This is an optimization exercise on Yosys and OpenROAD, whose aim is small area, not a production implementation.
Only simulation tests tie the RTL to the original design; equivalence was not proved.

## fir_sym_filter
module fir_sym_filter (
    input  logic               clk,
    input  logic               rst,
    input  logic               in_valid,
    input  logic               in_last,
    input  logic signed [15:0] in_sample,
    output logic               out_valid,
    output logic               out_last,
    output logic signed [31:0] out_sample
);
Size in the first run: roughly 970 cells after synthesis, ~310 flip-flops, roughly 17000 sq um of cells after synthesis.
==> flow/config.mk <==
export PLATFORM = sky130hd
export DESIGN_NAME = fir_sym_filter
export DESIGN_NICKNAME = fir_sym_filter
export VERILOG_FILES = /design/flow/design.v
export SDC_FILE = /design/flow/constraint.sdc
export NUM_CORES = 4
export LEC_CHECK = 0
export CAP_MARGIN = 20
export CORE_MARGIN = 2
export CORE_UTILIZATION = 40
export CTS_BUF_LIST = sky130_fd_sc_hd__clkbuf_4 sky130_fd_sc_hd__clkbuf_8
export CTS_CLUSTER_DIAMETER = 60
export CTS_CLUSTER_SIZE = 20
export SLEW_MARGIN = 20
export SYNTH_HIERARCHICAL = 1
export SYNTH_MINIMUM_KEEP_SIZE = 0
==> flow/constraint.sdc <==
create_clock -name core_clock -period 6.5 [get_ports {clk}]
set_input_delay 1.3000 -clock core_clock [delete_from_list [all_inputs] [get_ports {clk}]]
set_output_delay 1.3000 -clock core_clock [all_outputs]
set_load 0.01 [all_outputs]
run.sh (not shown) runs the stock make flow with config.mk's settings and CLKGATE_MAP_FILE= SYNTH_SCRIPT=/design/flow/synth_recipe.tcl, a recipe that flattens the netlist after the stock synthesis.
Change:
--- a/flow/design.v
+++ b/flow/design.v
@@ -19,24 +19,24 @@
     output logic s,
     output logic co
 );
     assign s  = a ^ b;
     assign co = a & b;
 endmodule
 `default_nettype wire
 `timescale 1ns/1ps
 `default_nettype none
 module fir_tap_chain (
     input  logic signed [15:0] x0, x2, x3, x4, x5, x6, x8,
-    output logic [15:0] y_lo,      
-    output logic [12:0] y_h0, y_h1,   
+    output logic [11:0] y_lo,      
+    output logic [16:0] y_h0, y_h1,   
     output logic        y_c        
 );
     logic signed [16:0] a, b, c;
     logic [28:0] r0, r1;
     logic a_c1;
     fir_ha u_a_ha0 (.a(x0[0]), .b(x8[0]), .s(a[0]), .co(a_c1));
     logic a_c2;
     fir_fa u_a_fa1 (.a(x0[1]), .b(x8[1]), .c(a_c1), .s(a[1]), .co(a_c2));
     logic a_c3;
     fir_fa u_a_fa2 (.a(x0[2]), .b(x8[2]), .c(a_c2), .s(a[2]), .co(a_c3));
     logic a_c4;
@@ -646,25 +646,25 @@
     fir_fa u_fa241 (.a(fc189), .b(fs217), .c(fc216), .s(fs241), .co(fc241));
     logic fs242, fc242;
     fir_fa u_fa242 (.a((~fc191)), .b(fs218), .c(fc217), .s(fs242), .co(fc242));
     logic fs243, fc243;
     fir_fa u_fa243 (.a(fs219), .b((~fc193)), .c(fc218), .s(fs243), .co(fc243));
     logic fs244, fc244;
     fir_fa u_fa244 (.a(fs196), .b(fs220), .c(fc219), .s(fs244), .co(fc244));
     logic fs245, fc245;
     fir_fa u_fa245 (.a(fc196), .b(c[16]), .c(fc220), .s(fs245), .co(fc245));
     assign r0 = {1'b1, ~c[16], fs245, fs244, fs243, fs242, fs241, fs240, fs239, fs238, fs237, fs236, fs235, fs234, fs233, fs232, fs231, fs230, fs229, fs228, fs227, fs226, fs225, fs224, fs223, fs222, fs221, b[1], b[0]};
     assign r1 = {1'b0, fc245, fc244, fc243, fc242, fc241, fc240, fc239, fc238, fc237, fc236, fc235, fc234, fc233, fc232, fc231, fc230, fc229, fc228, fc227, fc226, fc225, fc224, fc223, fc222, fc221, hc13, hs13, 1'b0};
-    assign {y_c, y_lo} = 17'(r0[15:0]) + 17'(r1[15:0]);
-    assign y_h0 = r0[28:16];
-    assign y_h1 = r1[28:16];
+    assign {y_c, y_lo} = 13'(r0[11:0]) + 13'(r1[11:0]);
+    assign y_h0 = r0[28:12];
+    assign y_h1 = r1[28:12];
 endmodule
 `default_nettype wire
 `timescale 1ns/1ps
 `default_nettype none
 module fir_fold_line #(
     parameter int              LINE_LEN = 16,
     parameter logic [15:0]     INV_MASK = 16'hE3FF
 ) (
     input  logic                       clk,
     input  logic                       step,
     input  logic                       warm8,
@@ -747,25 +747,25 @@
     input  logic               in_last,
     input  logic signed [15:0] in_sample,
     output logic               out_valid,
     output logic               out_last,
     output logic signed [31:0] out_sample
 );
     logic               step;
     logic               flushing;
     logic               warm8;
     logic signed [15:0] head;
     logic [255:0]       line;
-    logic [15:0]      y_lo, y_lo_q;       
-    logic [12:0]      y_h0, y_h1;         
-    logic [12:0]      y_h0_q, y_h1_q;
+    logic [11:0]      y_lo, y_lo_q;       
+    logic [16:0]      y_h0, y_h1;         
+    logic [16:0]      y_h0_q, y_h1_q;
     logic               y_c, y_c_q;         
     logic [28:0]        y_sum;
     fir_flush_ctrl u_ctrl (
         .clk       (clk),
         .rst       (rst),
         .in_valid  (in_valid),
         .in_last   (in_last),
         .step      (step),
         .flushing  (flushing),
         .warm8     (warm8),
         .out_valid (out_valid),
@@ -792,15 +792,15 @@
         .y_h1 (y_h1),
         .y_c  (y_c)
     );
     always_ff @(posedge clk) begin
         if (step) begin
             y_lo_q <= y_lo;
             y_h0_q <= y_h0;
             y_h1_q <= y_h1;
             y_c_q  <= y_c;
         end
     end
-    assign y_sum      = {y_h0_q + y_h1_q + 13'(y_c_q), y_lo_q};
+    assign y_sum      = {y_h0_q + y_h1_q + 17'(y_c_q), y_lo_q};
     assign out_sample = {{3{y_sum[28]}}, y_sum};
 endmodule
 `default_nettype wire
Effect:
- design area rises slightly
- via count rises by a few percent
- wire length rises by a few percent
- sequential share of layout area rises by 0.31 points
- cell count rises slightly
- hold slack gets worse by 25 ps
- non-clock buffer count falls by 5
- global-route usage falls by 0.19 points
- core utilization falls by 0.68 points
- maximum frequency rises by a few percent
- worst setup slack gets better by 140 ps

[static timing again, ports no longer ideal]
No port has a modelled driver above. Below, the same layouts with a new extraction and two added sets of constraints. Step 1 assumes that a clkbuf_16 drives the clock port and a buf_2 every other input. Step 2, shift: input delay + t, output delay - t, t = (earliest + latest rising clock arrival at the registers) / 2. This alone moves slack from input paths to output paths. Three values: ideal, step 1, step 2; two values: the first two.
run	shift t [ns]	setup slack, ns	latest minus earliest clock arrival (ns)
the first run	0.677	0.478 / 0.478 / 0.478	0.031 / 0.031
the second run	0.675	0.614 / 0.614 / 0.614	0.069 / 0.069
After both steps every run listed still meets setup and hold.
